This design comes from an exercise in tuning for small area, a short achievable clock period and few clock cycles on the open sky130 flow, not from production work.
The RTL was checked by simulation tests, not by an equivalence proof against the original design.
Power figures rest on the tool's default switching activity, not on a simulated workload.

`design.v`:
```
package mrhm_pkg;
   localparam int COUNT_BITS = 32;
   localparam int DEBOUNCE_BITS = 10;
   localparam int TIMEOUT_BITS  = 32;
   localparam int SECONDS_BITS  = 32;
   localparam int TICKS_BITS    = 32;
   localparam int CSR_DATA_BITS = 32;
   localparam logic [DEBOUNCE_BITS-1:0] DEBOUNCE_RESET = 10'd50;
   localparam logic [TIMEOUT_BITS-1:0]  TIMEOUT_RESET  = 32'd60000;
   typedef enum logic [0:0] {
      CSR_DEBOUNCE = 1'b0,
      CSR_TIMEOUT  = 1'b1
   } csr_index_type;
   typedef enum logic [1:0] {
      MODE_IDLE  = 2'd0,
      MODE_RUN   = 2'd1,
      MODE_PAUSE = 2'd2
   } mode_type;
   typedef enum logic [2:0] {
      EV_NONE   = 3'd0,
      EV_START  = 3'd1,
      EV_PAUSE  = 3'd2,
      EV_RESUME = 3'd3,
      EV_FINISH = 3'd4
   } event_type;
   typedef struct packed {
      logic [DEBOUNCE_BITS-1:0] debounce_ticks;
      logic [TIMEOUT_BITS-1:0]  timeout_ticks;
   } cfg_type;
   typedef struct packed {
      logic                     qualified_level;
      logic [DEBOUNCE_BITS-1:0] stable_count;
      mode_type                 run_mode;
      logic [COUNT_BITS-1:0]    elapsed;
      logic [COUNT_BITS-1:0]    on_total;
      logic [COUNT_BITS-1:0]    off_total;
      logic [SECONDS_BITS-1:0]  start_stamp;
      logic [SECONDS_BITS-1:0]  end_stamp;
   } meter_state_type;
endpackage
module mrhm_step
(
   input  logic                                       cur_run,
   input  logic                                       cur_pause,
   input  logic [mrhm_pkg::DEBOUNCE_BITS-1:0]         cur_stable,
   input  logic                                       cur_stable_ge,
   input  logic [mrhm_pkg::COUNT_BITS-1:0]            cur_elapsed1,
   input  logic                                       cur_elapsed_max,
   input  logic [mrhm_pkg::TICKS_BITS-1:0]            cur_run_sum,
   input  logic [mrhm_pkg::TICKS_BITS-1:0]            cur_on,
   input  logic [mrhm_pkg::TICKS_BITS-1:0]            cur_off,
   input  logic [mrhm_pkg::SECONDS_BITS-1:0]          cur_start,
   input  logic [mrhm_pkg::SECONDS_BITS-1:0]          cur_end,
   input  mrhm_pkg::cfg_type                          cfg,
   input  logic                                       raw_level,
   input  logic [mrhm_pkg::SECONDS_BITS-1:0]          wall_seconds,
   output logic                                       nxt_run,
   output logic                                       nxt_pause,
   output logic [mrhm_pkg::DEBOUNCE_BITS-1:0]         nxt_stable,
   output logic                                       nxt_stable_ge,
   output logic [mrhm_pkg::COUNT_BITS-1:0]            nxt_elapsed1,
   output logic                                       nxt_elapsed_max,
   output logic [mrhm_pkg::TICKS_BITS-1:0]            nxt_run_sum,
   output logic [mrhm_pkg::TICKS_BITS-1:0]            nxt_on,
   output logic [mrhm_pkg::TICKS_BITS-1:0]            nxt_off,
   output logic [mrhm_pkg::SECONDS_BITS-1:0]          nxt_start,
   output logic [mrhm_pkg::SECONDS_BITS-1:0]          nxt_end
);
   logic                             cur_idle;
   logic                             differs, counting, flip, timed_out;
   logic                             ev_start, ev_pause, ev_resume;
   logic [mrhm_pkg::DEBOUNCE_BITS-1:0] stable_inc;
   logic                             elapsed1_max;
   logic [mrhm_pkg::TICKS_BITS-1:0]  sum, other;
   assign cur_idle  = !cur_run && !cur_pause;
   assign differs    = raw_level ^ cur_run;
   assign counting   = differs && !cur_stable_ge;
   assign flip       = differs && cur_stable_ge;
   assign stable_inc = cur_stable + 1'b1;
   assign nxt_stable = counting ? stable_inc : '0;
   assign nxt_stable_ge = counting ? (cur_stable == cfg.debounce_ticks - 1'b1)
                                   : (cfg.debounce_ticks == '0);
   assign timed_out = cur_elapsed1 >= cfg.timeout_ticks;
   assign ev_start  = cur_idle  && flip;
   assign ev_pause  = cur_run   && flip;
   assign ev_resume = cur_pause && flip;
   assign nxt_run   = cur_run ^ flip;
   assign nxt_pause = ev_pause || (cur_pause && !flip && !timed_out);
   assign elapsed1_max    = &cur_elapsed1;
   assign nxt_elapsed1    = flip ? mrhm_pkg::COUNT_BITS'(1)
                          : elapsed1_max ? cur_elapsed1 : cur_elapsed1 + 1'b1;
   assign nxt_elapsed_max = !flip && elapsed1_max;
   assign sum   = cur_elapsed_max ? cur_run_sum : cur_run_sum + 1'b1;
   assign other = cur_run ? cur_off : cur_on;
   assign nxt_run_sum = !flip ? sum : cur_idle ? '0 : other;
   assign nxt_on    = ev_start ? '0 : ev_pause  ? sum : cur_on;
   assign nxt_off   = ev_start ? '0 : ev_resume ? sum : cur_off;
   assign nxt_start = ev_start ? wall_seconds : cur_start;
   assign nxt_end   = ev_pause ? wall_seconds : cur_end;
endmodule
module machine_run_hour_meter
(
   input  logic         clock,
   input  logic         reset,
   input  logic         req_tvalid,
   output logic         req_tready,
   input  logic [39:0]  req_tdata,    
   output logic         rsp_tvalid,
   input  logic         rsp_tready,
   output logic [135:0] rsp_tdata,
   input  logic                               csr_we,
   input  mrhm_pkg::csr_index_type            csr_index,
   input  logic [mrhm_pkg::CSR_DATA_BITS-1:0] csr_wdata
);
   mrhm_pkg::cfg_type                 cfg_ff;
   logic                              run_ff, pause_ff;
   logic [mrhm_pkg::DEBOUNCE_BITS-1:0] stable_ff;
   logic                              stable_ge_ff;
   logic [mrhm_pkg::COUNT_BITS-1:0]   elapsed1_ff;
   logic                              elapsed_max_ff;
   logic [mrhm_pkg::TICKS_BITS-1:0]   run_sum_ff;
   logic [mrhm_pkg::TICKS_BITS-1:0]   on_ff, off_ff;
   logic [mrhm_pkg::SECONDS_BITS-1:0] start_ff, end_ff;
   logic                              prev_run_ff, prev_pause_ff;
   mrhm_pkg::event_type               rsp_event;
   logic                              rsp_valid_ff, rsp_valid_out_ff;
   logic                              nxt_run, nxt_pause;
   logic [mrhm_pkg::DEBOUNCE_BITS-1:0] nxt_stable;
   logic                              nxt_stable_ge;
   logic [mrhm_pkg::COUNT_BITS-1:0]   nxt_elapsed1;
   logic                              nxt_elapsed_max;
   logic [mrhm_pkg::TICKS_BITS-1:0]   nxt_run_sum;
   logic [mrhm_pkg::TICKS_BITS-1:0]   nxt_on, nxt_off;
   logic [mrhm_pkg::SECONDS_BITS-1:0] nxt_start, nxt_end;
   logic                              req_accept;
   assign req_tready = !rsp_valid_out_ff || rsp_tready;
   assign req_accept = req_tvalid && (!rsp_valid_ff || rsp_tready);
   always_ff @(posedge clock) begin
      if (reset) begin
         cfg_ff.debounce_ticks <= mrhm_pkg::DEBOUNCE_RESET;
         cfg_ff.timeout_ticks  <= mrhm_pkg::TIMEOUT_RESET;
      end else if (csr_we) begin
         if (csr_index == mrhm_pkg::CSR_DEBOUNCE)
            cfg_ff.debounce_ticks <= csr_wdata[mrhm_pkg::DEBOUNCE_BITS-1:0];
         else
            cfg_ff.timeout_ticks  <= csr_wdata[mrhm_pkg::TIMEOUT_BITS-1:0];
      end
   end
   mrhm_step u_step (
      .cur_run      (run_ff),
      .cur_pause    (pause_ff),
      .cur_stable   (stable_ff),
      .cur_stable_ge (stable_ge_ff),
      .cur_elapsed1 (elapsed1_ff),
      .cur_elapsed_max (elapsed_max_ff),
      .cur_run_sum  (run_sum_ff),
      .cur_on       (on_ff),
      .cur_off      (off_ff),
      .cur_start    (start_ff),
      .cur_end      (end_ff),
      .cfg          (cfg_ff),
      .raw_level    (req_tdata[0] | req_tdata[1]),
      .wall_seconds (req_tdata[33:2]),
      .nxt_run      (nxt_run),
      .nxt_pause    (nxt_pause),
      .nxt_stable   (nxt_stable),
      .nxt_stable_ge (nxt_stable_ge),
      .nxt_elapsed1 (nxt_elapsed1),
      .nxt_elapsed_max (nxt_elapsed_max),
      .nxt_run_sum  (nxt_run_sum),
      .nxt_on       (nxt_on),
      .nxt_off      (nxt_off),
      .nxt_start    (nxt_start),
      .nxt_end      (nxt_end)
   );
   always_ff @(posedge clock) begin
      if (reset) begin
         run_ff      <= 1'b0;
         pause_ff    <= 1'b0;
         stable_ff   <= '0;
         on_ff       <= '0;
         off_ff      <= '0;
         start_ff    <= '0;
         end_ff      <= '0;
      end else if (req_accept) begin
         run_ff      <= nxt_run;
         pause_ff    <= nxt_pause;
         stable_ff   <= nxt_stable;
         on_ff       <= nxt_on;
         off_ff      <= nxt_off;
         start_ff    <= nxt_start;
         end_ff      <= nxt_end;
      end
   end
   always_ff @(posedge clock) begin
      if (req_accept) begin
         elapsed1_ff    <= nxt_elapsed1;
         elapsed_max_ff <= nxt_elapsed_max;
         run_sum_ff     <= nxt_run_sum;
      end
   end
   always_ff @(posedge clock) begin
      if (reset) begin
         stable_ge_ff <= 1'b0;
      end else if (req_accept) begin
         stable_ge_ff <= nxt_stable_ge;
      end else if (csr_we && csr_index == mrhm_pkg::CSR_DEBOUNCE) begin
         stable_ge_ff <= stable_ff >= csr_wdata[mrhm_pkg::DEBOUNCE_BITS-1:0];
      end
   end
   always_ff @(posedge clock) begin
      if (req_accept) begin
         prev_run_ff   <= run_ff;
         prev_pause_ff <= pause_ff;
      end
   end
   assign rsp_event = mrhm_pkg::event_type'({
      prev_pause_ff && !run_ff && !pause_ff,
      (prev_run_ff && pause_ff) || (prev_pause_ff && run_ff),
      run_ff && !prev_run_ff});
   always_ff @(posedge clock) begin
      if (reset) begin
         rsp_valid_ff <= 1'b0;
      end else if (req_accept) begin
         rsp_valid_ff <= 1'b1;
      end else if (rsp_tready) begin
         rsp_valid_ff <= 1'b0;
      end
   end
   always_ff @(posedge clock) begin
      if (reset) begin
         rsp_valid_out_ff <= 1'b0;
      end else if (req_tvalid && req_tready) begin
         rsp_valid_out_ff <= 1'b1;
      end else if (rsp_tready) begin
         rsp_valid_out_ff <= 1'b0;
      end
   end
   assign rsp_tvalid = rsp_valid_out_ff;
   assign rsp_tdata  = {3'b000, end_ff, start_ff, off_ff, on_ff,
                        pause_ff, run_ff, rsp_event};
endmodule
```
`standard.sh`:
```
#!/bin/bash
# synth_recipe.tcl (not shown) runs the flow's synth.tcl, then flattens the netlist and writes it again
# the make line also repeats each setting of config.mk as NAME=value (left out here)
make -C /OpenROAD-flow-scripts/flow DESIGN_CONFIG=/design/flow/config.mk WORK_HOME=/design/flow/orfs CLKGATE_MAP_FILE= SYNTH_SCRIPT=/design/flow/synth_recipe.tcl "${@:-finish}"
```
`constraint.sdc`:
```
create_clock -name core_clock -period 5.0 [get_ports {clock}]
set_input_delay 1.0000 -clock core_clock [delete_from_list [all_inputs] [get_ports {clock}]]
set_output_delay 1.0000 -clock core_clock [all_outputs]
set_load 0.01 [all_outputs]
```
`flow/run.sh`:
```
#!/bin/bash
export BUFFER_PORTS_ARGS="-buffer_cell sky130_fd_sc_hd__buf_1"
bash standard.sh finish > standard.log 2>&1
```
`config.mk`:
```
export PLATFORM = sky130hd
export DESIGN_NAME = machine_run_hour_meter
export DESIGN_NICKNAME = machine_run_hour_meter
export VERILOG_FILES = /design/flow/design.v
export SDC_FILE = /design/flow/constraint.sdc
export NUM_CORES = 4
export LEC_CHECK = 0
export CAP_MARGIN = 20
export CORE_MARGIN = 2
export CORE_UTILIZATION = 40
export CTS_CLUSTER_DIAMETER = 100
export CTS_CLUSTER_SIZE = 25
export SETUP_SLACK_MARGIN = 2.5
export SLEW_MARGIN = 20
```
==> flow_metrics.tcl, run 1 <==
set metrics [dict create \
    outcome "finished clean" \
    crit_slowest_cell "dfxtp_4" \
    detailroute.via_count 10100 \
    ioPinCount 216 \
    drive_above_1_share_pct 6.25 \
    route.detailed.wl_per_inst_microns 16.3 \
    tritoncts "built" \
    synthDistinctLibCells 63 \
    post-route-util_pct 46.9 \
    die_area_sq_mm 0.0310 \
    n_fill_cell 2940 \
    timing.final.crit_period_ns 2.46 \
    synth-seq-area-share_pct 48.3 \
    global_route_wire_length_before_repair_mm 49.5 \
    hold_viol 0 \
    timing.max_cap.violations 0 \
    drt_drc_violations_left 0 \
    detail_route.vias_per_cell 5.18 \
    area_of_the_mapped_netlist_sq_mm 0.0118 \
    crit_fanout 13 \
    timing.max_slew.rel_slack_pct 36.3 \
    grt_use_total_pct 19.6 \
    fin_crit_sh_pct 49.2 \
    final_count_of_negative_setup_slack_endpoints 0 \
    final_cell_count_no_fill 1959 \
    first_global_vias 9426 \
    netlist_instances 1382 \
    cts_inserted_buffers 14 \
    crit_end_category "primary output" \
    clock_latency_ns 0.50 \
    gpl.final_weighted_congestion 0.814 \
    layout.cells.most_common "nand2_1" \
    placedCellCount 1908 \
    dr.pass1.iters 5 \
    achievable-frequency_mhz 406 \
    worstHoldPathType "flop to flop" \
    ant_nets 0 \
    critical-path-top-delay-family "flip-flops" \
    dieWidth_microns 176 \
    detailedPlacementHpwl_mm 20.6 \
    globalRouteOverflowTotal 0 \
    initial_utilization_pct 40.3 \
    timing.critical_path.from_type "flop" \
    cts-htree-levels 1 \
    clockBufferDepth 3 \
    critical-path-max-stage-delay_ns 0.39 \
    core_region_area_sq_mm 0.0294 \
    post-route-cell-area_sq_mm 0.0138 \
    holdBufCountCts 0 \
    grt_max_degree 68 \
    worstPathArrival_ns 1.46 \
    ys.flop_type "dfxtp_1" \
    row_count 63 \
    io_buffer_count 206 \
    num-nets-final 1687 \
    clock_sinks 252 \
    ys_seq_elements 252 \
    area_growth_syn_to_layout_pct 16.5 \
    ir_worst_vdd_uv 226 \
    critPathRequiredTime_ns 4.00 \
    routed_wirelength_mm 32.0 \
    cp_cell_sequence "buf_12 -> nor2_4 -> and2_1 -> buf_2" \
    yosysWarningCount 1 \
    worstMarginPinSlew_ns 0.954 \
    syn_avg_cell_area_sq_um 8.57 \
    rsz0062_at_grt "yes" \
    final.hold.worst_slack_ns 0.458 \
    cellPowerDensity_mw_per_mm2 285 \
    ys_async_sr_fraction_pct 0 \
    number_of_enable_flip_flop_cells_after_synthesis 67 \
    worst_clock_skew_ns 0.0202 \
    setup_tns_ns 0 \
    setup.worst_path.class "flop to primary output" \
    power.static_leakage_nw 4.98 \
    antennaDiodeCount 0 \
    die_y_microns 176 \
    slew_viol_final 0 \
    root_buffer_cell "clkbuf_16" \
    antenna_found_initial 0 \
    first_iter_violations 765 \
    dpl_cell_area_sq_mm 0.0129 \
    critical_path.n_buffers_inverters 2 \
    clk_transition_reported_paths_ns 0.11 \
    layout.cells.most_common_list "nand2_1, buf_1, dfxtp_1" \
]
==> cells by family (layout without fill, tap and decap cells) <==
group	after synthesis	after routing	share of synthesized area [%]
buf+inv	134	317	4.74
fa+ha+maj	48	48	5.07
simple gates	573	575	22.0
other cells	1	3	0.0317
compound gates	293	293	13.9
mux	4	4	0.338
xor+xnor	77	77	5.69
flops	252	252	48.3
==> path summary, 6_finish.rpt <==
| kind | to | slack (ns) | start | cells past startpoint |
|---|---|---|---|---|
| setup / recovery | rsp_tdata[2] | 2.54 | pause_ff | 4 |
| hold / removal | start_ff[14] | 0.46 | start_ff[14] | 2 |
| setup reg to reg | elapsed1_ff[6] | 2.64 | elapsed1_ff[14] | 7 |
| hold reg to reg | start_ff[14] | 0.46 | start_ff[14] | 2 |
==> sequential cells by signal (all words and copies together), names as in the netlist, 10 cells and up <==
register	cells
stable_ff	10
elapsed1_ff	32
cfg_ff	42
on_ff	32
run_sum_ff	32
start_ff	32
off_ff	32
end_ff	32
==> through the flow <==
stage / setup WS, ns / power, mW
2_1_floorplan: 2.26 / 2.54
3_3_place_gp: 1.65 / 2.65
3_5_place_dp: 1.60 / 2.66
4_1_cts: 2.42 / 3.96
5_1_grt: 2.47 / 4.10
6_report: 2.54 / 3.93
==> routing by layer <==
layer	vias to the layer above	part of all wire [%]	wire length, microns	track usage (%)
met3	44	5.2	1660	3.10
met2	249	47	15100	33.7
li1	5089	-	-	-
met1	4764	45	14400	25.4
met5	-	0	0	0
met4	0	2.3	739	5.75
==> layout make-up <==
class                   instances  area, sq um  area share (%)
clock buffers                  21          408            2.96
clock inverters                 3         28.8           0.209
inverters                      48          209            1.51
multi-input cells            1000         5710            41.4
flip-flops and latches        252         5720            41.5
well taps                     390          488            3.54
repair buffers                243         1210            8.77
repair inverters                2         22.5           0.163
==> worst min-delay path, cell delays in order, from the launching register on <==
cell     delay (ns)
dfxtp_1        0.32
nand2_1        0.05
a21oi_1        0.05
==> where the power goes <==
part	switching, mW	internal, mW	total [mW]
combinational	0.236	0.156	0.391
clock	0.702	0.583	1.28
sequential	0.0718	2.18	2.25
total	1.01	2.92	3.93
==> what timing repair did <==
action / CTS / global route
resized for setup: 26 / 19
buffers inserted: 7 / 12
cloned: 4 / 4
endpoints found under the setup margin: 133 / 64
pin swaps: 3 / 4
==> cell usage after synthesis (4+ instances only) <==
cell type / instances / share of area (%)
nand3_1: 29 / 1.2
a22oi_1: 9 / 0.57
nor2b_1: 9 / 0.48
xnor2_1: 25 / 1.8
or3_1: 6 / 0.32
a211oi_1: 16 / 1.0
o21ai_0: 58 / 2.5
a21oi_1: 170 / 7.2
dfxtp_1: 185 / 31
nor2_1: 107 / 3.4
and2_1: 5 / 0.26
mux2i_1: 4 / 0.34
nand2b_1: 8 / 0.42
a221oi_1: 11 / 0.81
and3_1: 20 / 1.1
nand2_1: 311 / 9.9
nand3b_1: 8 / 0.51
nor4_1: 5 / 0.26
buf_4: 5 / 0.32
edfxtp_1: 67 / 17
ha_1: 48 / 5.1
nor3_1: 10 / 0.42
inv_1: 47 / 1.5
o21ai_1: 4 / 0.17
a211o_1: 4 / 0.30
buf_2: 11 / 0.46
clkbuf_1: 63 / 2.0
nand4_1: 26 / 1.4
a21o_1: 5 / 0.32
xor2_1: 52 / 3.8
and4_1: 8 / 0.59
Testbench counts, summed over its fixed seeds: cycles 24,082.
==> run 2, diff against run 1 <==
==> flow/run.sh (replaced) <==
#!/bin/bash
export BUFFER_PORTS_ARGS="-buffer_cell sky130_fd_sc_hd__buf_1"
export RECOVER_POWER=100
bash standard.sh finish > standard.log 2>&1
--- a/config.mk
+++ b/config.mk
@@ -10,5 +10,5 @@
 export CORE_UTILIZATION = 40
 export CTS_CLUSTER_DIAMETER = 100
-export CTS_CLUSTER_SIZE = 25
+export CTS_CLUSTER_SIZE = 30
 export SETUP_SLACK_MARGIN = 2.5
 export SLEW_MARGIN = 20
==> flow_metrics.tcl, run 2 <==
set metrics [dict create \
    outcome "failed layout checks" \
    reasons_for_failing_layout_checks "max-capacitance violations, max-slew violations" \
    num-nets-final 1684 \
    synth_most_common_cell "nand2_1" \
    drive_above_1_share_pct 4.22 \
    r2r_start "run_ff" \
    root_buffer_cell "clkbuf_16" \
    post-route-util_pct 45.9 \
    clock_latency_ns 0.49 \
    antennaDiodeCount 0 \
    clockBufferDepth 3 \
    gpl.final_weighted_congestion 0.814 \
    route.detailed.wl_per_inst_microns 16.3 \
    synth.area.mux_share_pct 0.338 \
    io_buffer_count 206 \
    setup.worst_path.class "flop to primary output" \
    holdBufCountCts 0 \
    min_from "start_ff[2]" \
    crit_fanout 26 \
    cellPowerDensity_mw_per_mm2 286 \
    yosysWarningCount 1 \
    synthAdderAreaFrac_pct 5.07 \
    post-synth-top-area-cell "dfxtp_1" \
    largest_reg_flops 42 \
    design_power_total_mw 3.86 \
    layout.cells.most_common "nand2_1" \
    die_area_sq_mm 0.0310 \
    worst_clock_skew_ns 0.0164 \
    timing.final.crit_period_ns 3.49 \
    crit_end_category "primary output" \
    ioPinCount 216 \
    grt_max_degree 68 \
    final_cell_count_no_fill 1954 \
    timing.critical_path.from_type "flop" \
    routed_wirelength_mm 31.8 \
    min_delay_worst_endpoint "start_ff[2]" \
    row_count 63 \
    die_y_microns 176 \
    worstPathArrival_ns 2.49 \
    ant_nets 0 \
    worstMarginPinSlew_ns 2.61 \
    worstHoldPathType "flop to flop" \
    critPathRequiredTime_ns 4.00 \
    reg2regPathDepth 6 \
    yosys.area_share.simple_pct 22.0 \
    synthTopCellsByArea "dfxtp_1, edfxtp_1, nand2_1" \
    detailroute.via_count 10200 \
    largest_family_of_logic_cells_by_synthesized_area "simple AND/OR/NAND/NOR gates" \
    synthXorXnorAreaFrac_pct 5.69 \
    clock_sinks 252 \
    area_of_the_mapped_netlist_sq_mm 0.0118 \
    globalRouteOverflowTotal 0 \
    setup_tns_ns 0 \
    synth-seq-area-share_pct 48.3 \
    dieWidth_microns 176 \
    layout.cells.most_common_list "nand2_1, buf_1, dfxtp_1" \
    detail_route.vias_per_cell 5.21 \
    hold_viol 0 \
    ys_async_sr_fraction_pct 0 \
    dr.pass1.iters 5 \
    timing.max_slew.rel_slack_pct -74.3 \
    clk_transition_reported_paths_ns 0.10 \
    number_of_enable_flip_flop_cells_after_synthesis 67 \
    syn_avg_cell_area_sq_um 8.57 \
    detailedPlacementHpwl_mm 20.6 \
    holdPathStages 2 \
    synthDistinctLibCells 63 \
    netlist_instances 1382 \
    drt_drc_violations_left 0 \
    timing.max_cap.violations 2 \
    share_of_the_synthesized_area_in_the_top_cell_type_pct 31.3 \
    cts-htree-levels 1 \
    ys.flop_type "dfxtp_1" \
    final_count_of_negative_setup_slack_endpoints 0 \
    complex_gate_fraction_of_the_synthesized_area_pct 13.9 \
    ir_worst_vdd_uv 224 \
    rsz0062_at_grt "yes" \
    achievable-frequency_mhz 287 \
    synthTopCellsByCount "nand2_1, dfxtp_1, a21oi_1, nor2_1, edfxtp_1" \
    ys_seq_elements 252 \
    core_region_area_sq_mm 0.0294 \
    area_growth_syn_to_layout_pct 14.0 \
    power.static_leakage_nw 4.83 \
    tritoncts "built" \
    grt_use_total_pct 19.4 \
    dpl_cell_area_sq_mm 0.0129 \
    global_route_wire_length_before_repair_mm 49.2 \
    slew_viol_final 89 \
    max_flop_register "cfg_ff" \
    critical_path.reg2reg.endpoint "end_ff[8]" \
    fin_crit_sh_pct 69.8 \
    post-route-cell-area_sq_mm 0.0135 \
    antenna_found_initial 0 \
    initial_utilization_pct 40.3 \
    first_iter_violations 730 \
    cts_inserted_buffers 13 \
    placedCellCount 1908 \
    first_global_vias 9390 \
    worst-r2r-setup-slack_ns 1.54 \
]
[run 2: cell counts after synthesis]
Identical to the previous run, type by type.
[run 2: cells by family (layout without fill, tap and decap cells)]
kind of cell,after synthesis,after routing
adders and majority gates,48,48
buffers and inverters,134,312
other,1,3
xor gates and xnor gates,77,77
and+or+nand+nor,573,575
DFF,252,252
muxes,4,4
AOI/OAI and AO/OA,293,293
[run 2: worst max path at each step]
stage	slack, ns	depth (start not counted)	endpoint	from
after global placement	1.65	9	on_ff[28]	req_tdata[1]
after floorplan	2.26	11	pause_ff	req_tdata[0]
final	1.51	3	rsp_tdata[1]	run_ff
after global routing	1.28	3	cfg_ff[39]	reset
after CTS	2.41	4	rsp_tdata[2]	pause_ff
after detailed placement	1.60	9	on_ff[30]	req_tdata[0]
[run 2: critical path: stages, from the launching register on]
cell	delay [ns]
dfxtp_1	0.36
clkbuf_1	1.18
a22o_1	0.31
buf_1	0.15
[run 2: area by class of cell]
type,count,area (sq um)
Clock inverter,5,53.8
Tap cell,390,488
Fill cell,2974,15900
Multi-Input combinational cell,1000,5620
Clock buffer,16,347
Timing Repair inverter,2,10.0
Timing Repair Buffer,241,1060
Sequential cell,252,5720
Inverter,48,208
[run 2: report_power, final]
part / total [mW] / internal [mW] / switching [mW]
Clock: 1.24 / 0.524 / 0.711
Combinational: 0.374 / 0.144 / 0.231
Sequential: 2.25 / 2.18 / 0.0718
[run 2: timing repair]
item / in CTS / in global routing
setup buffers: 8 / 10
gates cloned: 4 / 3
pin swaps: 3 / 4
setup endpoints to repair: 133 / 63
resized for setup: 25 / 21
[run 2: routing by layer]
| layer | vias up | wire [microns] | global-route usage (%) | part of all wire (%) |
|---|---|---|---|---|
| li1 | 5081 | - | - | - |
| met1 | 4812 | 14400 | 25.6 | 45 |
| met2 | 250 | 14900 | 33.1 | 47 |
| met3 | 41 | 1590 | 3.06 | 5.0 |
| met4 | 0 | 838 | 5.51 | 2.6 |
| met5 | - | 0 | 0 | 0 |
[run 2: metrics by stage]
step | hold WS [ns] | setup WS, ns
floorplan | 0.426 | 2.26
global placement | 0.441 | 1.65
detailed placement | 0.446 | 1.60
CTS | 0.460 | 2.41
global route | 0.477 | 1.28
finish | 0.459 | 1.51
==> run 3, diff against run 2 <==
==> flow/run.sh (replaced) <==
#!/bin/bash
export BUFFER_PORTS_ARGS="-buffer_cell sky130_fd_sc_hd__buf_1"
bash standard.sh finish > standard.log 2>&1
==> flow_metrics.tcl, run 3 <==
set metrics [dict create \
    hold_viol 0 \
    reg2regPathDepth 7 \
    globalRouteOverflowTotal 0 \
    yosysWarningCount 1 \
    regArea_sq_mm 0.00572 \
    critical_path.n_buffers_inverters 2 \
    ir_worst_vdd_uv 224 \
    setup_tns_ns 0 \
    initial_utilization_pct 40.3 \
    cts_inserted_buffers 13 \
    critPathRequiredTime_ns 4.00 \
    die_y_microns 176 \
    drt_drc_violations_left 0 \
    antenna_found_initial 0 \
    critical-path-top-delay-family "flip-flops" \
    root_buffer_cell "clkbuf_16" \
    synthAdderAreaFrac_pct 5.07 \
    crit_cells 4 \
    grt_use_total_pct 19.4 \
    layout.cells.most_common "nand2_1" \
    num-nets-final 1684 \
    detailroute.via_count 10200 \
    synthDistinctLibCells 63 \
    detailedPlacementHpwl_mm 20.6 \
    critical_path.reg2reg.endpoint "elapsed1_ff[20]" \
    largest_family_of_logic_cells_by_synthesized_area "simple AND/OR/NAND/NOR gates" \
    synth.area.mux_share_pct 0.338 \
    antennaDiodeCount 0 \
    outcome "finished clean" \
    timing.final.crit_period_ns 2.44 \
    timing.critical_path.from_type "flop" \
    layout.cells.most_common_list "nand2_1, buf_1, dfxtp_1" \
    cp_cell_sequence "buf_12 -> nor2_4 -> and2_1 -> buf_4" \
    post-synth-top-area-cell "dfxtp_1" \
    complex_gate_fraction_of_the_synthesized_area_pct 13.9 \
    clock_latency_ns 0.49 \
    power.static_leakage_nw 4.95 \
    syn_avg_cell_area_sq_um 8.57 \
    route.detailed.wl_per_inst_microns 16.2 \
    synthXorXnorAreaFrac_pct 5.69 \
    crit_fanout 13 \
    core_region_area_sq_mm 0.0294 \
    timing.max_slew.rel_slack_pct 36.4 \
    first_global_vias 9390 \
    area_of_the_mapped_netlist_sq_mm 0.0118 \
    synthTopCellsByArea "dfxtp_1, edfxtp_1, nand2_1" \
    setup.worst_path.class "flop to primary output" \
    final_cell_count_no_fill 1954 \
    gpl.final_weighted_congestion 0.814 \
    multi_input_comb_area_sq_mm 0.00571 \
    ioPinCount 216 \
    ys_seq_elements 252 \
    area_growth_syn_to_layout_pct 16.1 \
    synth-seq-area-share_pct 48.3 \
    tritoncts "built" \
    crit_end_category "primary output" \
    critical-path-max-stage-delay_ns 0.39 \
    final_count_of_negative_setup_slack_endpoints 0 \
    dr.pass1.iters 5 \
    slew_viol_final 0 \
    r2r_start "elapsed1_ff[14]" \
    synthTopCellsByCount "nand2_1, dfxtp_1, a21oi_1, nor2_1, edfxtp_1" \
    largest_reg_flops 42 \
    rsz0062_at_grt "yes" \
    achievable-frequency_mhz 410 \
    worstMarginPinSlew_ns 0.952 \
    worst-r2r-setup-slack_ns 2.61 \
    global_route_wire_length_before_repair_mm 49.2 \
    synth_most_common_cell "nand2_1" \
    io_buffer_count 206 \
    share_of_the_synthesized_area_in_the_top_cell_type_pct 31.3 \
    crit_start "pause_ff" \
    ys.flop_type "dfxtp_1" \
    ys_async_sr_fraction_pct 0 \
    worstHoldPathType "flop to flop" \
    clk_transition_reported_paths_ns 0.11 \
    timing.max_cap.violations 0 \
    worst_clock_skew_ns 0.0157 \
    yosys.area_share.simple_pct 22.0 \
    row_count 63 \
    first_iter_violations 754 \
    cellPowerDensity_mw_per_mm2 282 \
    ant_nets 0 \
    cts-htree-levels 1 \
    placedCellCount 1908 \
    detail_route.vias_per_cell 5.22 \
    crit_end "rsp_tdata[2]" \
    crit_slowest_cell "dfxtp_4" \
    routed_wirelength_mm 31.7 \
    number_of_enable_flip_flop_cells_after_synthesis 67 \
    max_flop_register "cfg_ff" \
    die_area_sq_mm 0.0310 \
    n_fill_cell 2937 \
    netlist_instances 1382 \
    fin_crit_sh_pct 48.8 \
    grt_max_degree 68 \
    dieWidth_microns 176 \
    clock_sinks 252 \
    worstPathArrival_ns 1.44 \
    drive_above_1_share_pct 6.20 \
    post-route-util_pct 46.8 \
    clockBufferDepth 3 \
]
==> run 3: changes by cell type in the layout (fill, tap and decap cells not counted), sizes merged <==
cell,delta
inv,+3
bufbuf,+1
buf,+18
clkinvlp,-3
clkbuf,-19
==> run 3: kinds of logic after synthesis <==
family | after synthesis
adder cells (fa/ha/maj) | 48
buffers and inverters | 134
flip-flops | 252
AND/OR/NAND/NOR | 573
AO/OA/AOI/OAI | 293
other | 1
XOR/XNOR | 77
multiplexers | 4
==> run 3: worst min path at each step <==
stage / startpoint / end / slack (ns) / cells past startpoint
2_1_floorplan: pause_ff / prev_pause_ff / 0.43 / 0
3_5_place_dp: start_ff[30] / start_ff[30] / 0.45 / 2
5_1_grt: end_ff[0] / end_ff[0] / 0.48 / 2
4_1_cts: start_ff[30] / start_ff[30] / 0.46 / 2
3_3_place_gp: start_ff[1] / start_ff[1] / 0.44 / 2
6_report: end_ff[21] / end_ff[21] / 0.46 / 2
==> run 3: layout make-up <==
cell class                      instances  area share [%]
Timing Repair Buffer                  241            8.73
Clock inverter                          5           0.391
Clock buffer                           16            2.52
Tap cell                              390            3.55
Timing Repair inverter                  2           0.164
Sequential cell                       252            41.6
Multi-Input combinational cell       1000            41.5
Inverter                               48            1.52
==> run 3: power by group <==
group / total, mW / switching [mW] / internal (mW)
sequential: 2.25 / 0.0717 / 2.18
combinational: 0.389 / 0.235 / 0.155
clock: 1.23 / 0.710 / 0.524
==> run 3: stage by stage <==
step,setup slack (ns),hold slack (ns),area [sq um],power (mW)
after floorplan,2.26,0.426,12000,2.54
after global placement,1.65,0.441,12900,2.65
after detailed placement,1.60,0.446,12900,2.66
after CTS,2.41,0.460,13500,3.91
after global routing,2.48,0.477,13800,4.05
final,2.56,0.459,13800,3.88
==> run 3: routing by layer <==
layer	GRT usage (%)	up-vias	wire [microns]
met1	25.6	4801	14200
met2	33.1	279	15000
met4	5.51	0	790
met3	3.06	40	1730
li1	-	5084	-
met5	0	-	0
==> run 3: worst reg2reg max path: stages (launching register included) <==
cell and delay, ns:
edfxtp_1 0.50, and3_1 0.24, and3_2 0.27, and4_1 0.26
and3_1 0.21, and4_1 0.30, nor2_4 0.20, buf_12 0.15
==> run 3: what timing repair did <==
item | in CTS | in global routing
setup endpoints to repair | 133 | 63
cloned | 4 | 3
pin swaps | 3 | 4
hold buffers | 0 | 0
resized for setup | 25 | 21
buffers inserted | 8 | 10
==> run 4, diff against run 3 <==
--- a/config.mk
+++ b/config.mk
@@ -8,7 +8,8 @@
 export CAP_MARGIN = 20
 export CORE_MARGIN = 2
-export CORE_UTILIZATION = 40
+export CORE_UTILIZATION = 60
 export CTS_CLUSTER_DIAMETER = 100
 export CTS_CLUSTER_SIZE = 30
+export PLACE_DENSITY = 0.75
 export SETUP_SLACK_MARGIN = 2.5
 export SLEW_MARGIN = 20
==> flow_metrics.tcl, run 4 <==
set metrics [dict create \
    clock_latency_ns 0.49 \
    core_region_area_sq_mm 0.0194 \
    antenna_found_initial 0 \
    layout.cells.most_common "nand2_1" \
    ys_async_sr_fraction_pct 0 \
    pwr-share-comb_pct 9.9 \
    achievable-frequency_mhz 411 \
    synthTopCellsByCount "nand2_1, dfxtp_1, a21oi_1, nor2_1, edfxtp_1" \
    gpl.final_weighted_congestion 0.851 \
    worstHoldPathType "flop to flop" \
    cts_inserted_buffers 12 \
    first_global_vias 9268 \
    antennaDiodeCount 0 \
    grt_use_total_pct 27.5 \
    setup.worst_path.class "flop to primary output" \
    yosysWarningCount 1 \
    p_sw_share_pct 25.3 \
    hold_viol 0 \
    crit_fanout 14 \
    power_frac_seq_pct 58.6 \
    p_int_mw 2.88 \
    crit_end_category "primary output" \
    power.static_leakage_nw 4.84 \
    final_count_of_negative_setup_slack_endpoints 0 \
    synth_most_common_cell "nand2_1" \
    outcome "finished clean" \
    slew_viol_final 0 \
    die_area_sq_mm 0.0209 \
    detailroute.via_count 10100 \
    ir_worst_vdd_uv 230 \
    synth-seq-area-share_pct 48.3 \
    clock_sinks 252 \
    share_of_the_synthesized_area_in_the_top_cell_type_pct 31.3 \
    route.detailed.wl_per_inst_microns 16.5 \
    ant_nets 0 \
    detailedPlacementHpwl_mm 19.4 \
    timing.critical_path.from_type "flop" \
    initial_utilization_pct 61.1 \
    syn_avg_cell_area_sq_um 8.57 \
    dr.pass1.iters 5 \
    ys.flop_type "dfxtp_1" \
    ys_seq_elements 252 \
    row_count 51 \
    post-synth-top-area-cell "dfxtp_1" \
    placedCellCount 1780 \
    worst_clock_skew_ns 0.0129 \
    rsz0062_at_grt "yes" \
    die_y_microns 145 \
    setup_tns_ns 0 \
    num-nets-final 1669 \
    share_clk_of_total_power_pct 31.5 \
    routed_wirelength_mm 29.9 \
    fin_crit_sh_pct 48.6 \
    globalRouteOverflowTotal 0 \
    first_iter_violations 622 \
    critical-path-max-stage-delay_ns 0.44 \
    cp_cell_sequence "nor2_2 -> and2_1 -> buf_1" \
    dieWidth_microns 145 \
    clk_transition_reported_paths_ns 0.11 \
    largest_reg_flops 42 \
    synthTopCellsByArea "dfxtp_1, edfxtp_1, nand2_1" \
    timing.max_slew.rel_slack_pct 38.1 \
    number_of_enable_flip_flop_cells_after_synthesis 67 \
    detail_route.vias_per_cell 5.57 \
    worstMarginPinSlew_ns 0.926 \
    tritoncts "built" \
    crit_slowest_cell "dfxtp_4" \
    area_of_the_mapped_netlist_sq_mm 0.0118 \
    final.hold.worst_slack_ns 0.461 \
    worstPathArrival_ns 1.43 \
    netlist_instances 1382 \
    cellPowerDensity_mw_per_mm2 287 \
    area_growth_syn_to_layout_pct 13.0 \
    synthDistinctLibCells 63 \
    drive_above_1_share_pct 5.10 \
    ioPinCount 216 \
    cts-htree-levels 1 \
    io_buffer_count 206 \
    max_flop_register "cfg_ff" \
    timing.final.crit_period_ns 2.43 \
    layout.cells.most_common_list "nand2_1, buf_1, dfxtp_1" \
    global_route_wire_length_before_repair_mm 46.3 \
    timing.max_cap.violations 0 \
    clockBufferDepth 3 \
    root_buffer_cell "clkbuf_16" \
    netSwitchingPower_mw 0.972 \
    grt_max_degree 85 \
    critical_path.n_buffers_inverters 1 \
    drt_drc_violations_left 0 \
    critical-path-top-delay-family "flip-flops" \
    critPathRequiredTime_ns 4.00 \
    final_cell_count_no_fill 1814 \
]
-- run 4: cell counts after synthesis --
No cell type changed its count.
-- run 4: per-stage QoR --
step | worst slack (ns) | power [mW] | area [sq um] | utilization (%)
2_1_floorplan | 2.26 | 2.54 | 12000 | -
3_3_place_gp | 1.50 | 2.64 | 12700 | 65.6
3_5_place_dp | 1.40 | 2.65 | 12700 | 65.7
4_1_cts | 2.49 | 3.85 | 13300 | 68.5
5_1_grt | 2.50 | 3.99 | 13400 | 69.0
6_report | 2.57 | 3.85 | 13400 | 69.0
-- run 4: what timing repair did --
action,CTS,global route
setup endpoints to repair,100,37
setup buffers,6,2
resized for setup,19,12
pin swaps,3,2
hold buffers,0,0
gates cloned,3,2
-- run 4: path summary, 6_finish.rpt --
kind	from	endpoint	slack, ns	cells past startpoint
min	end_ff[17]	end_ff[17]	0.46	2
min reg2reg	end_ff[17]	end_ff[17]	0.46	2
max reg2reg	elapsed1_ff[0]	elapsed1_ff[13]	2.62	7
max	pause_ff	rsp_tdata[2]	2.57	3
-- run 4: metal layers --
layer  vias to the layer above  share of wire, %  track usage [%]  routed length, microns
met2                       303                48             46.1                   14300
li1                       5043                 -                -                       -
met3                        33               6.5             4.87                    1950
met1                      4732                44             37.1                   13100
met4                         0               1.6             6.64                     469
met5                         -                 0                0                       0
-- run 4: area by class of cell --
type / instances / area [sq um]
clock buffers: 17 / 340
clock inverters: 3 / 51.3
fillers: 1671 / 6020
inverters: 48 / 198
multi-input cells: 1000 / 5710
flip-flops and latches: 252 / 5720
well taps: 265 / 332
repair buffers: 227 / 1010
repair inverters: 2 / 17.5
-- run 4: worst register-to-register path, stage by stage, from the launching register on --
cell and delay [ns]:
edfxtp_1 0.50, ha_1 0.30, nand3_1 0.18, nor2_1 0.33
and3_1 0.25, and4_1 0.37, nor2_4 0.09, buf_12 0.15
-- run 4: cell families (layout without fill, tap and decap cells) --
family / Yosys count / after routing / share of synthesized area (%)
compound gates: 293 / 293 / 13.9
fa+ha+maj: 48 / 48 / 5.07
mux: 4 / 4 / 0.338
flops: 252 / 252 / 48.3
other cells: 1 / 3 / 0.0317
buf+inv: 134 / 297 / 4.74
simple gates: 573 / 575 / 22.0
xor+xnor: 77 / 77 / 5.69
-- run 4: power by group through the flow --
stage	Clock [mW]	Combinational [mW]	Sequential, mW
floorplan	0	0.261	2.28
global placement	0	0.342	2.30
detailed placement	0	0.355	2.30
CTS	1.23	0.373	2.25
global route	1.29	0.431	2.26
finish	1.21	0.382	2.25
==> run 5, diff against run 4 <==
--- a/config.mk
+++ b/config.mk
@@ -12,4 +12,4 @@
 export CTS_CLUSTER_SIZE = 30
 export PLACE_DENSITY = 0.75
-export SETUP_SLACK_MARGIN = 2.5
+export SETUP_SLACK_MARGIN = 2.6
 export SLEW_MARGIN = 20
==> flow_metrics.tcl, run 5 <==
set metrics [dict create \
    critPathRequiredTime_ns 4.00 \
    power.static_leakage_nw 4.96 \
    area_of_the_mapped_netlist_sq_mm 0.0118 \
    post-synth-top-area-cell "dfxtp_1" \
    antenna_found_initial 0 \
    drive_above_1_share_pct 6.64 \
    routed_wirelength_mm 30.4 \
    root_buffer_cell "clkbuf_16" \
    grt_max_degree 79 \
    area_growth_syn_to_layout_pct 14.7 \
    synthTopCellsByCount "nand2_1, dfxtp_1, a21oi_1, nor2_1, edfxtp_1" \
    global_route_wire_length_before_repair_mm 47.7 \
    detail_route.vias_per_cell 5.69 \
    netlist_instances 1382 \
    ys_async_sr_fraction_pct 0 \
    route.layer.met1.wl_mm 12.8 \
    min_delay_worst_endpoint "end_ff[23]" \
    timing.critical_path.from_type "flop" \
    crit_end_category "primary output" \
    detailedPlacementHpwl_mm 19.1 \
    cellPowerDensity_mw_per_mm2 279 \
    reg2regPathDepth 7 \
    place_worst_setup_slack_ns 1.59 \
    critical_path.reg2reg.endpoint "elapsed1_ff[30]" \
    fin_crit_sh_pct 47.9 \
    holdBufCountCts 0 \
    critical-path-top-delay-family "flip-flops" \
    crit_slowest_cell "dfxtp_4" \
    timing.max_slew.rel_slack_pct 35.5 \
    num-nets-final 1686 \
    synth-seq-area-share_pct 48.3 \
    post-route-util_pct 70.0 \
    die_y_microns 145 \
    ir_worst_vdd_uv 281 \
    dr.pass1.iters 6 \
    post-route-cell-area_sq_mm 0.0136 \
    worst_slack_ns 2.60 \
    final_count_of_negative_setup_slack_endpoints 0 \
    die_area_sq_mm 0.0209 \
    yosysWarningCount 1 \
    worst-r2r-setup-slack_ns 2.74 \
    outcome "finished clean" \
    critical-path-max-stage-delay_ns 0.39 \
    slew_viol_final 0 \
    synth_most_common_cell "nand2_1" \
    met2_length_mm 14.5 \
    worstHoldPathType "flop to flop" \
    core_region_area_sq_mm 0.0194 \
    clk_transition_reported_paths_ns 0.12 \
    synthDistinctLibCells 63 \
    achievable-frequency_mhz 417 \
    detailroute.via_count 10400 \
    io_buffer_count 206 \
    globalRouteOverflowTotal 0 \
    row_count 51 \
    initial_utilization_pct 61.1 \
    ys.flop_type "dfxtp_1" \
    dr.max_layer_used "met4" \
    grt_use_total_pct 28.4 \
    max_flop_register "cfg_ff" \
    layout.cells.most_common "nand2_1" \
    setup_tns_ns 0 \
    cts-htree-levels 1 \
    share_of_the_synthesized_area_in_the_top_cell_type_pct 31.3 \
    syn_avg_cell_area_sq_um 8.57 \
    ant_nets 0 \
    ys_seq_elements 252 \
    layout.cells.most_common_list "nand2_1, buf_1, dfxtp_1" \
    rsz0062_at_grt "yes" \
    worst_clock_skew_ns 0.0270 \
    timing.final.crit_period_ns 2.40 \
    worstMarginPinSlew_ns 0.966 \
    clock_latency_ns 0.50 \
    largest_reg_flops 42 \
    dpl_cell_area_sq_mm 0.0127 \
    route.detailed.wl_per_inst_microns 16.6 \
    first_iter_violations 751 \
    dieWidth_microns 145 \
    first_global_vias 9432 \
    holdPathStages 2 \
    timing.max_cap.violations 0 \
    ioPinCount 216 \
    synthTopCellsByArea "dfxtp_1, edfxtp_1, nand2_1" \
    drt_drc_violations_left 0 \
    worstPathArrival_ns 1.40 \
    clockBufferDepth 3 \
    min_from "end_ff[23]" \
    crit_fanout 8 \
    gpl.final_weighted_congestion 0.865 \
    antennaDiodeCount 0 \
    r2r_start "elapsed1_ff[14]" \
    clock_sinks 252 \
    tritoncts "built" \
    cp_cell_sequence "buf_12 -> nor2_4 -> and2_1 -> clkbuf_2" \
    critical_path.n_buffers_inverters 2 \
    setup.worst_path.class "flop to primary output" \
    cts_inserted_buffers 12 \
    design_power_total_mw 3.80 \
    met3WireLength_mm 2.40 \
    number_of_enable_flip_flop_cells_after_synthesis 67 \
    hold_viol 0 \
]
## run 5: logic make-up (layout without fill, tap and decap cells)
logic type / count (synthesis) / in the layout / share of synthesized area [%]
AO/OA/AOI/OAI: 293 / 293 / 13.9
AND/OR/NAND/NOR: 573 / 576 / 22.0
flip-flops: 252 / 252 / 48.3
multiplexers: 4 / 4 / 0.338
XOR/XNOR: 77 / 77 / 5.69
adder cells (fa/ha/maj): 48 / 48 / 5.07
buffers and inverters: 134 / 313 / 4.74
other: 1 / 3 / 0.0317
## run 5: through the flow
stage / cells / hold WS [ns]
4_1_cts: 1817 / 0.461
5_1_grt: 1831 / 0.479
6_report: 1831 / 0.458
3_3_place_gp: 1780 / 0.440
3_5_place_dp: 1780 / 0.445
2_1_floorplan: 1384 / 0.426
## run 5: routing by layer
metal	vias to the layer above	GRT usage [%]
met2	383	48.3
met4	0	6.59
met3	46	5.89
met1	4907	37.5
li1	5077	-
met5	-	0
## run 5: cell type report
| type | instances | area, sq um |
|---|---|---|
| clock buffer | 18 | 344 |
| clock inverter | 2 | 22.5 |
| fill | 1636 | 5810 |
| inverter | 48 | 193 |
| multi-input combinational | 1001 | 5740 |
| sequential | 252 | 5720 |
| tap | 265 | 332 |
| timing repair buffer | 243 | 1210 |
| timing repair inverter | 2 | 17.5 |
## run 5: repair_timing
| item | 4_1_cts | 5_1_grt |
|---|---|---|
| gates resized for setup | 34 | 17 |
| cloned | 10 | 0 |
| buffers inserted | 7 | 13 |
| pin swaps | 3 | 6 |
| setup endpoints to repair | 168 | 46 |
## run 5: where the power goes
part	switching [mW]	internal (mW)	leakage, nW
clock	0.651	0.495	0.177
sequential	0.0720	2.18	2.15
combinational	0.237	0.159	2.63
## run 5: worst max path at each step
stage,from,end,slack (ns),depth (start not counted)
6_report,run_ff,rsp_tdata[2],2.60,4
5_1_grt,run_ff,rsp_tdata[2],2.54,4
4_1_cts,run_ff,rsp_tdata[2],2.48,4
3_5_place_dp,rsp_tready,on_ff[12],1.59,11
3_3_place_gp,rsp_tready,on_ff[30],1.67,11
2_1_floorplan,req_tdata[0],pause_ff,2.26,11
## run 5: worst reg2reg max path: cells and delay by family (launching register included)
kind / cells / cell delay, ns
buf+inv: 1 / 0.18
flops: 1 / 0.46
simple gates: 6 / 1.32
==> run 6, diff against run 5 <==
--- a/design.v
+++ b/design.v
@@ -68,5 +68,5 @@
 );
    logic                             cur_idle;
-   logic                             differs, counting, flip, timed_out;
+   logic                             counting, flip, timed_out;
    logic                             ev_start, ev_pause, ev_resume;
    logic [mrhm_pkg::DEBOUNCE_BITS-1:0] stable_inc;
@@ -74,7 +74,10 @@
    logic [mrhm_pkg::TICKS_BITS-1:0]  sum, other;
    assign cur_idle  = !cur_run && !cur_pause;
-   assign differs    = raw_level ^ cur_run;
-   assign counting   = differs && !cur_stable_ge;
-   assign flip       = differs && cur_stable_ge;
+   assign ev_pause  = cur_run   && !raw_level && cur_stable_ge;
+   assign ev_start  = cur_idle  &&  raw_level && cur_stable_ge;
+   assign ev_resume = cur_pause &&  raw_level && cur_stable_ge;
+   assign flip      = ev_pause || ev_start || ev_resume;
+   assign counting  = (cur_run && !raw_level && !cur_stable_ge)
+                   || (!cur_run && raw_level && !cur_stable_ge);
    assign stable_inc = cur_stable + 1'b1;
    assign nxt_stable = counting ? stable_inc : '0;
@@ -82,9 +85,6 @@
                                    : (cfg.debounce_ticks == '0);
    assign timed_out = cur_elapsed1 >= cfg.timeout_ticks;
-   assign ev_start  = cur_idle  && flip;
-   assign ev_pause  = cur_run   && flip;
-   assign ev_resume = cur_pause && flip;
-   assign nxt_run   = cur_run ^ flip;
-   assign nxt_pause = ev_pause || (cur_pause && !flip && !timed_out);
+   assign nxt_run   = ev_start || ev_resume || (cur_run && !ev_pause);
+   assign nxt_pause = ev_pause || (cur_pause && !ev_resume && !timed_out);
    assign elapsed1_max    = &cur_elapsed1;
    assign nxt_elapsed1    = flip ? mrhm_pkg::COUNT_BITS'(1)
--- a/config.mk
+++ b/config.mk
@@ -12,4 +12,4 @@
 export CTS_CLUSTER_SIZE = 30
 export PLACE_DENSITY = 0.75
-export SETUP_SLACK_MARGIN = 2.6
+export SETUP_SLACK_MARGIN = 2.5
 export SLEW_MARGIN = 20
==> flow_metrics.tcl, run 6 <==
set metrics [dict create \
    ir_worst_vdd_uv 239 \
    layout.cells.most_common "nand2_1" \
    antenna_found_initial 2 \
    max_flop_register "cfg_ff" \
    detailedPlacementHpwl_mm 19.4 \
    gpl.final_weighted_congestion 0.857 \
    worst_clock_skew_ns 0.0187 \
    ioPinCount 216 \
    fin_crit_sh_pct 48.1 \
    die_y_microns 144 \
    dpl_cell_area_sq_mm 0.0127 \
    final.hold.worst_slack_ns 0.459 \
    grt_use_total_pct 26.3 \
    holdBufCountCts 0 \
    routed_wirelength_mm 28.5 \
    drt_drc_violations_left 0 \
    setup.worst_path.class "flop to primary output" \
    placedCellCount 1768 \
    timing.final.crit_period_ns 2.40 \
    number_of_enable_flip_flop_cells_after_synthesis 67 \
    worstPathArrival_ns 1.40 \
    synth_most_common_cell "nand2_1" \
    clockBufferDepth 3 \
    holdPathStages 2 \
    tritoncts "built" \
    outcome "finished clean" \
    die_area_sq_mm 0.0208 \
    worst-r2r-setup-slack_ns 2.66 \
    slew_viol_final 0 \
    grt_max_degree 74 \
    globalRouteOverflowTotal 0 \
    reg2regPathDepth 6 \
    netlist_instances 1365 \
    clock_sinks 252 \
    place_worst_setup_slack_ns 1.51 \
    setup_tns_ns 0 \
    detailroute.via_count 10100 \
    global_route_wire_length_before_repair_mm 44.4 \
    synthTopCellsByArea "dfxtp_1, edfxtp_1, nand2_1" \
    row_count 51 \
    worstHoldPathType "flop to flop" \
    area_of_the_mapped_netlist_sq_mm 0.0118 \
    cts-htree-levels 1 \
    ys_async_sr_fraction_pct 0 \
    worst_slack_ns 2.60 \
    clk_transition_reported_paths_ns 0.12 \
    clock_latency_ns 0.49 \
    hold_viol 0 \
    crit_end_category "primary output" \
    yosysWarningCount 1 \
    crit_fanout 23 \
    timing.max_slew.rel_slack_pct 35.0 \
    cts_inserted_buffers 12 \
    design_power_total_mw 3.75 \
    critPathRequiredTime_ns 4.00 \
    final_cell_count_no_fill 1794 \
    timing.max_cap.violations 0 \
    route.detailed.wl_per_inst_microns 15.9 \
    power.static_leakage_nw 4.64 \
    root_buffer_cell "clkbuf_16" \
    rsz0062_at_grt "no" \
    min_from "end_ff[31]" \
    synth-seq-area-share_pct 48.4 \
    syn_avg_cell_area_sq_um 8.65 \
    cellPowerDensity_mw_per_mm2 284 \
    drive_above_1_share_pct 4.19 \
    synthTopCellsByCount "nand2_1, dfxtp_1, a21oi_1, nor2_1, edfxtp_1" \
    final_count_of_negative_setup_slack_endpoints 0 \
    post-route-util_pct 68.0 \
    ant_nets 0 \
    n_fill_cell 1673 \
    first_iter_violations 782 \
    min_delay_worst_endpoint "end_ff[31]" \
    first_global_vias 8953 \
    synthDistinctLibCells 64 \
    largest_reg_flops 42 \
    core_region_area_sq_mm 0.0194 \
    achievable-frequency_mhz 416 \
    layout.cells.most_common_list "nand2_1, buf_1, dfxtp_1" \
    area_growth_syn_to_layout_pct 11.7 \
    ys.flop_type "dfxtp_1" \
    dieWidth_microns 144 \
    dr.pass1.iters 5 \
    timing.critical_path.from_type "flop" \
    io_buffer_count 206 \
    detail_route.vias_per_cell 5.63 \
    critical_path.reg2reg.endpoint "elapsed1_ff[19]" \
    initial_utilization_pct 60.8 \
    post-route-cell-area_sq_mm 0.0132 \
    worstMarginPinSlew_ns 0.973 \
    num-nets-final 1648 \
    post-synth-top-area-cell "dfxtp_1" \
    r2r_start "elapsed1_ff[18]" \
    share_of_the_synthesized_area_in_the_top_cell_type_pct 31.4 \
    ys_seq_elements 252 \
]
-- run 6: cell count changes in the layout (fill, tap and decap cells not counted), moves of 9 or more --
cell,delta
buf_4,-16
xnor2_1,+16
xor2_1,-15
inv_1,+12
nor2_1,-11
o21ai_1,+11
o211ai_1,+9
-- run 6: area by class of cell --
type | count | area, sq um | area share [%]
diodes | 1 | 2.50 | 0.0190
clock buffers | 17 | 340 | 2.58
clock inverters | 2 | 25.0 | 0.190
inverters | 61 | 238 | 1.80
multi-input cells | 975 | 5610 | 42.5
flip-flops and latches | 252 | 5720 | 43.4
well taps | 265 | 332 | 2.51
repair buffers | 221 | 926 | 7.02
-- run 6: worst max-delay path by stage --
stage                          startpoint        endpoint  slack, ns  depth (start not counted)
after global routing      elapsed1_ff[17]  elapsed1_ff[1]       2.50                          6
after CTS                      rsp_tready        on_ff[6]       2.50                          9
final                            pause_ff    rsp_tdata[1]       2.60                          3
after global placement         rsp_tready       on_ff[16]       1.67                          8
after floorplan              req_tdata[1]  elapsed1_ff[0]       2.36                          6
after detailed placement       rsp_tready       on_ff[21]       1.51                          8
-- run 6: metal layers --
metal | global-route usage (%) | part of all wire (%) | up-vias
li1 | - | - | 5001
met1 | 36.1 | 44 | 4741
met2 | 44.1 | 48 | 323
met3 | 3.74 | 6.7 | 34
met4 | 6.54 | 1.8 | 0
met5 | 0 | 0 | -
-- run 6: repair_timing --
action | CTS | global route
setup buffers | 1 | 4
pin swaps | 2 | 2
endpoints found under the setup margin | 97 | 108
cloned | 0 | 1
resized for setup | 8 | 22
-- run 6: worst max-delay path, stage by stage (launching register included) --
cell	delay (ns)
dfxtp_1	0.37
buf_6	0.23
a22o_1	0.15
buf_1	0.15
-- run 6: logic make-up (layout without fill, tap and decap cells) --
family                     Yosys count  after routing  synth area share (%)
buffers and inverters              141            301                  5.00
adders and majority gates           47             47                  4.98
AOI/OAI and AO/OA                  301            301                  14.7
xor gates and xnor gates            78             78                  5.79
muxes                                2              2                 0.170
DFF                                252            252                  48.4
and+or+nand+nor                    543            544                  20.9
other                                1              4                0.0318
-- run 6: power by group --
group          total (mW)  leakage [nW]  switching, mW  internal, mW
Combinational       0.362          2.32          0.221         0.141
Clock                1.14         0.176          0.650         0.493
Sequential           2.24          2.15         0.0668          2.18
Testbench counts of run 6, summed over its fixed seeds: cycles 24,082.
==> run 7, diff against run 6 <==
--- a/config.mk
+++ b/config.mk
@@ -12,4 +12,4 @@
 export CTS_CLUSTER_SIZE = 30
 export PLACE_DENSITY = 0.75
-export SETUP_SLACK_MARGIN = 2.5
+export SETUP_SLACK_MARGIN = 2.75
 export SLEW_MARGIN = 20
==> flow_metrics.tcl, run 7 <==
set metrics [dict create \
    largest_reg_flops 42 \
    r2r_start "run_ff" \
    share_clk_of_total_power_pct 30.5 \
    cellPowerDensity_mw_per_mm2 277 \
    setup.worst_path.class "input port to primary output" \
    yosysWarningCount 1 \
    route.detailed.wl_per_inst_microns 16.6 \
    timing.max_cap.violations 0 \
    place_worst_setup_slack_ns 1.77 \
    tritoncts "built" \
    drt_drc_violations_left 0 \
    rsz0062_at_grt "yes" \
    reg2regPathDepth 10 \
    ant_nets 0 \
    die_y_microns 144 \
    min_from "start_ff[9]" \
    first_iter_violations 709 \
    num-nets-final 1685 \
    worst_clock_skew_ns 0.0220 \
    detail_route.vias_per_cell 5.66 \
    grt_use_total_pct 27.8 \
    critical_path.reg2reg.endpoint "elapsed1_ff[20]" \
    n_fill_cell 1613 \
    min_delay_worst_endpoint "start_ff[9]" \
    routed_wirelength_mm 30.5 \
    layout.cells.most_common "nand2_1" \
    worst_slack_ns 2.63 \
    ys_seq_elements 252 \
    post-synth-top-area-cell "dfxtp_1" \
    critPathRequiredTime_ns 4.00 \
    ys_async_sr_fraction_pct 0 \
    cts_inserted_buffers 12 \
    global_route_wire_length_before_repair_mm 46.7 \
    dieWidth_microns 144 \
    synthDistinctLibCells 64 \
    timing.max_slew.rel_slack_pct 34.4 \
    synth_most_common_cell "nand2_1" \
    share_of_the_synthesized_area_in_the_top_cell_type_pct 31.4 \
    cts-htree-levels 1 \
    setup_tns_ns 0 \
    outcome "finished clean" \
    clk_transition_reported_paths_ns 0.11 \
    number_of_enable_flip_flop_cells_after_synthesis 67 \
    grt_max_degree 65 \
    synthTopCellsByCount "nand2_1, dfxtp_1, a21oi_1, nor2_1, edfxtp_1" \
    worstHoldPathType "flop to flop" \
    area_growth_syn_to_layout_pct 16.7 \
    clock_sinks 252 \
    p_int_mw 2.84 \
    gpl.final_weighted_congestion 0.880 \
    clockBufferDepth 3 \
    row_count 51 \
    globalRouteOverflowTotal 0 \
    worstPathArrival_ns 1.37 \
    layout.cells.most_common_list "nand2_1, buf_1, dfxtp_1" \
    netlist_instances 1365 \
    power_frac_seq_pct 58.7 \
    crit_end_category "primary output" \
    achievable-frequency_mhz 422 \
    fin_crit_sh_pct 47.4 \
    root_buffer_cell "clkbuf_16" \
    slew_viol_final 0 \
    power.static_leakage_nw 4.87 \
    antenna_found_initial 1 \
    hold_viol 0 \
    syn_avg_cell_area_sq_um 8.65 \
    holdPathStages 2 \
    synthTopCellsByArea "dfxtp_1, edfxtp_1, nand2_1" \
    ioPinCount 216 \
    core_region_area_sq_mm 0.0194 \
    timing.final.crit_period_ns 2.37 \
    timing.critical_path.from_type "input port" \
    area_of_the_mapped_netlist_sq_mm 0.0118 \
    die_area_sq_mm 0.0208 \
    max_flop_register "cfg_ff" \
    detailedPlacementHpwl_mm 19.6 \
    drive_above_1_share_pct 8.43 \
    netSwitchingPower_mw 0.974 \
    detailroute.via_count 10400 \
    design_power_total_mw 3.82 \
    synth-seq-area-share_pct 48.4 \
    io_buffer_count 206 \
    p_sw_share_pct 25.5 \
    dr.pass1.iters 5 \
    worst-r2r-setup-slack_ns 2.80 \
    ys.flop_type "dfxtp_1" \
    worstMarginPinSlew_ns 0.982 \
    ir_worst_vdd_uv 274 \
    final_count_of_negative_setup_slack_endpoints 0 \
    crit_fanout 2 \
    pwr-share-comb_pct 10.7 \
    first_global_vias 9231 \
    clock_latency_ns 0.49 \
    initial_utilization_pct 60.8 \
    holdBufCountCts 0 \
]
run 7: cell counts after synthesis:
Identical to the previous run, type by type.
run 7: cell type report:
| class | count | area, sq um | area share, % |
|---|---|---|---|
| multi-input combinational | 977 | 5760 | 41.8 |
| sequential | 252 | 5720 | 41.5 |
| timing repair buffer | 256 | 1340 | 9.75 |
| clock buffer | 19 | 348 | 2.52 |
| tap | 265 | 332 | 2.41 |
| inverter | 61 | 244 | 1.77 |
| clock inverter | 1 | 20.0 | 0.145 |
| antenna | 1 | 2.50 | 0.0182 |
run 7: critical path: stages:
cell      delay [ns]
buf_8           0.10
nand2b_4        0.14
buf_6           0.12
run 7: per-layer routing:
metal | GRT usage (%) | share of wire (%)
met2 | 46.8 | 48
met3 | 4.14 | 6.2
met1 | 38.1 | 44
met4 | 7.00 | 1.9
met5 | 0 | 0
run 7: worst max path at each step:
stage | startpoint | to | slack (ns) | depth (start not counted)
2_1_floorplan | req_tdata[1] | elapsed1_ff[0] | 2.36 | 6
3_3_place_gp | req_tdata[1] | on_ff[28] | 1.85 | 5
3_5_place_dp | req_tdata[1] | on_ff[30] | 1.77 | 5
4_1_cts | rsp_tready | req_tready | 2.63 | 3
5_1_grt | rsp_tready | req_tready | 2.63 | 3
6_report | rsp_tready | req_tready | 2.63 | 3
run 7: what timing repair did:
item | 4_1_cts | 5_1_grt
setup endpoints to repair | 204 | 139
pin swaps | 8 | 9
resized for setup | 44 | 25
setup buffers | 22 | 16
cloned | 4 | 1
run 7: kinds of logic (layout without fill, tap and decap cells):
logic type	after synthesis	count (layout)	synth area share, %
other	1	4	0.0318
AND/OR/NAND/NOR	543	546	20.9
adder cells (fa/ha/maj)	47	47	4.98
AO/OA/AOI/OAI	301	301	14.7
buffers and inverters	141	337	5.00
XOR/XNOR	78	78	5.79
flip-flops	252	252	48.4
multiplexers	2	2	0.170
run 7: per-stage QoR:
stage	instances	hold WS, ns	utilization, %	cell area, sq um
floorplan	1367	0.426	-	12000
global placement	1768	0.441	65.7	12700
detailed placement	1768	0.446	65.7	12700
CTS	1814	0.461	69.9	13600
global route	1832	0.476	71.0	13800
finish	1832	0.460	71.0	13800
run 7: power groups by stage:
stage / Clock [mW] / Sequential [mW] / Combinational, mW
after floorplan: 0 / 2.27 / 0.265
after global placement: 0 / 2.29 / 0.341
after detailed placement: 0 / 2.29 / 0.354
after CTS: 1.18 / 2.24 / 0.392
after global routing: 1.25 / 2.25 / 0.458
final: 1.17 / 2.24 / 0.409
==> run 8, diff against run 7 <==
--- a/config.mk
+++ b/config.mk
@@ -12,4 +12,5 @@
 export CTS_CLUSTER_SIZE = 30
 export PLACE_DENSITY = 0.75
-export SETUP_SLACK_MARGIN = 2.75
+export SETUP_SLACK_MARGIN = 2.6
 export SLEW_MARGIN = 20
+export TNS_END_PERCENT = 50
==> flow_metrics.tcl, run 8 <==
set metrics [dict create \
    critical-path-max-stage-delay_ns 0.42 \
    crit_fanout 28 \
    antenna_found_initial 1 \
    synthTopCellsByCount "nand2_1, dfxtp_1, a21oi_1, nor2_1, edfxtp_1" \
    clockBufferDepth 3 \
    timing.max_slew.rel_slack_pct 35.2 \
    setup.worst_path.class "flop to primary output" \
    synth_most_common_cell "nand2_1" \
    yosys.area_share.simple_pct 20.9 \
    first_iter_violations 741 \
    ys_seq_elements 252 \
    synth.area.mux_share_pct 0.170 \
    holdBufCountCts 0 \
    core_region_area_sq_mm 0.0194 \
    complex_gate_fraction_of_the_synthesized_area_pct 14.7 \
    netlist_instances 1365 \
    clk_transition_reported_paths_ns 0.12 \
    cts-htree-levels 1 \
    crit_start "run_ff" \
    crit_slowest_cell "dfxtp_4" \
    worstHoldPathType "flop to flop" \
    clock_sinks 252 \
    area_of_the_mapped_netlist_sq_mm 0.0118 \
    ioPinCount 216 \
    drt_drc_violations_left 0 \
    setup_tns_ns 0 \
    tritoncts "built" \
    timing.max_cap.violations 0 \
    first_global_vias 9011 \
    worstPathArrival_ns 1.39 \
    globalRouteOverflowTotal 0 \
    achievable-frequency_mhz 418 \
    r2r_start "elapsed1_ff[0]" \
    worst_clock_skew_ns 0.0173 \
    critPathRequiredTime_ns 4.00 \
    ir_worst_vdd_uv 258 \
    grt_use_total_pct 26.1 \
    die_y_microns 144 \
    critical_path.n_buffers_inverters 2 \
    place_worst_setup_slack_ns 1.76 \
    cts_inserted_buffers 12 \
    power.static_leakage_nw 4.73 \
    ys.flop_type "dfxtp_1" \
    final_count_of_negative_setup_slack_endpoints 0 \
    min_from "end_ff[22]" \
    hold_viol 0 \
    ant_nets 0 \
    cellPowerDensity_mw_per_mm2 282 \
    yosysWarningCount 1 \
    io_buffer_count 206 \
    post-synth-top-area-cell "dfxtp_1" \
    syn_avg_cell_area_sq_um 8.65 \
    detailroute.via_count 10200 \
    timing.critical_path.from_type "flop" \
    route.detailed.wl_per_inst_microns 15.9 \
    row_count 51 \
    cp_cell_sequence "buf_12 -> nor2b_1 -> buf_1" \
    synthXorXnorAreaFrac_pct 5.79 \
    share_of_the_synthesized_area_in_the_top_cell_type_pct 31.4 \
    clock_latency_ns 0.49 \
    ys_async_sr_fraction_pct 0 \
    rsz0062_at_grt "yes" \
    synthTopCellsByArea "dfxtp_1, edfxtp_1, nand2_1" \
    detailedPlacementHpwl_mm 19.1 \
    num-nets-final 1667 \
    crit_end_category "primary output" \
    area_growth_syn_to_layout_pct 13.3 \
    drive_above_1_share_pct 5.49 \
    outcome "finished clean" \
    fin_crit_sh_pct 47.9 \
    detail_route.vias_per_cell 5.61 \
]
-- run 8: cell count changes in the layout (fill, tap and decap cells not counted), sizes merged --
cell and change:
buf -15, clkbuf -2, clkinv +2, bufbuf -1, or2 -1, inv -1
-- run 8: final timing paths --
| kind | to | slack (ns) | depth (start not counted) |
|---|---|---|---|
| max reg2reg | elapsed1_ff[22] | 2.71 | 7 |
| max | rsp_tdata[0] | 2.61 | 3 |
| min | end_ff[22] | 0.46 | 2 |
| min reg2reg | end_ff[22] | 0.46 | 2 |
-- run 8: worst register-to-register path, delay by kind of cell (launching register included) --
kind | cells | cell delay [ns]
AND/OR/NAND/NOR | 5 | 1.20
adder cells (fa/ha/maj) | 1 | 0.25
flip-flops | 1 | 0.44
XOR/XNOR | 1 | 0.15
-- run 8: final cells by class --
class	count	area, sq um
sequential	252	5720
multi-input combinational	976	5600
fill	1663	6030
timing repair buffer	239	1110
tap	265	332
clock inverter	2	25.0
antenna	1	2.50
clock buffer	18	344
inverter	61	229
-- run 8: metal layers --
layer,vias to the layer above,routed length (microns),track usage (%),share of wire [%]
met5,-,0,0,0
met4,0,773,7.87,2.7
met3,54,1740,2.91,6.1
met2,331,13600,43.0,47
met1,4747,12600,36.3,44
li1,5046,-,-,-
-- run 8: cell families (layout without fill, tap and decap cells) --
logic type / after synthesis / count (layout)
compound gates: 301 / 301
xor+xnor: 78 / 78
fa+ha+maj: 47 / 47
buf+inv: 141 / 320
flops: 252 / 252
mux: 2 / 2
other cells: 1 / 4
simple gates: 543 / 545
-- run 8: timing repair --
item                       4_1_cts  5_1_grt
pin swaps                        2        4
setup endpoints to repair      107      138
resized for setup               15       21
gates cloned                     1        2
setup buffers                    2       20
-- run 8: power breakdown --
| part | switching [mW] | internal [mW] |
|---|---|---|
| Sequential | 0.0660 | 2.18 |
| Combinational | 0.226 | 0.150 |
| Clock | 0.656 | 0.496 |
| Total | 0.948 | 2.82 |
-- run 8: metrics by stage --
stage / instances / area, sq um / power, mW / hold slack, ns / util [%]
2_1_floorplan: 1367 / 11800 / 2.53 / 0.426 / -
3_5_place_dp: 1768 / 12700 / 2.64 / 0.446 / 65.2
4_1_cts: 1791 / 13100 / 3.77 / 0.462 / 67.7
5_1_grt: 1814 / 13400 / 3.92 / 0.477 / 68.9
6_report: 1814 / 13400 / 3.77 / 0.461 / 68.9
3_3_place_gp: 1768 / 12700 / 2.62 / 0.441 / 65.2

Check on run 8: ideal ports give 2.605 ns setup slack; a clkbuf_16 on the clock port and buf_2 on the inputs give 2.556 ns; moving port delays by the midpoint clock arrival (0.530 ns) as well gives 2.164 ns.
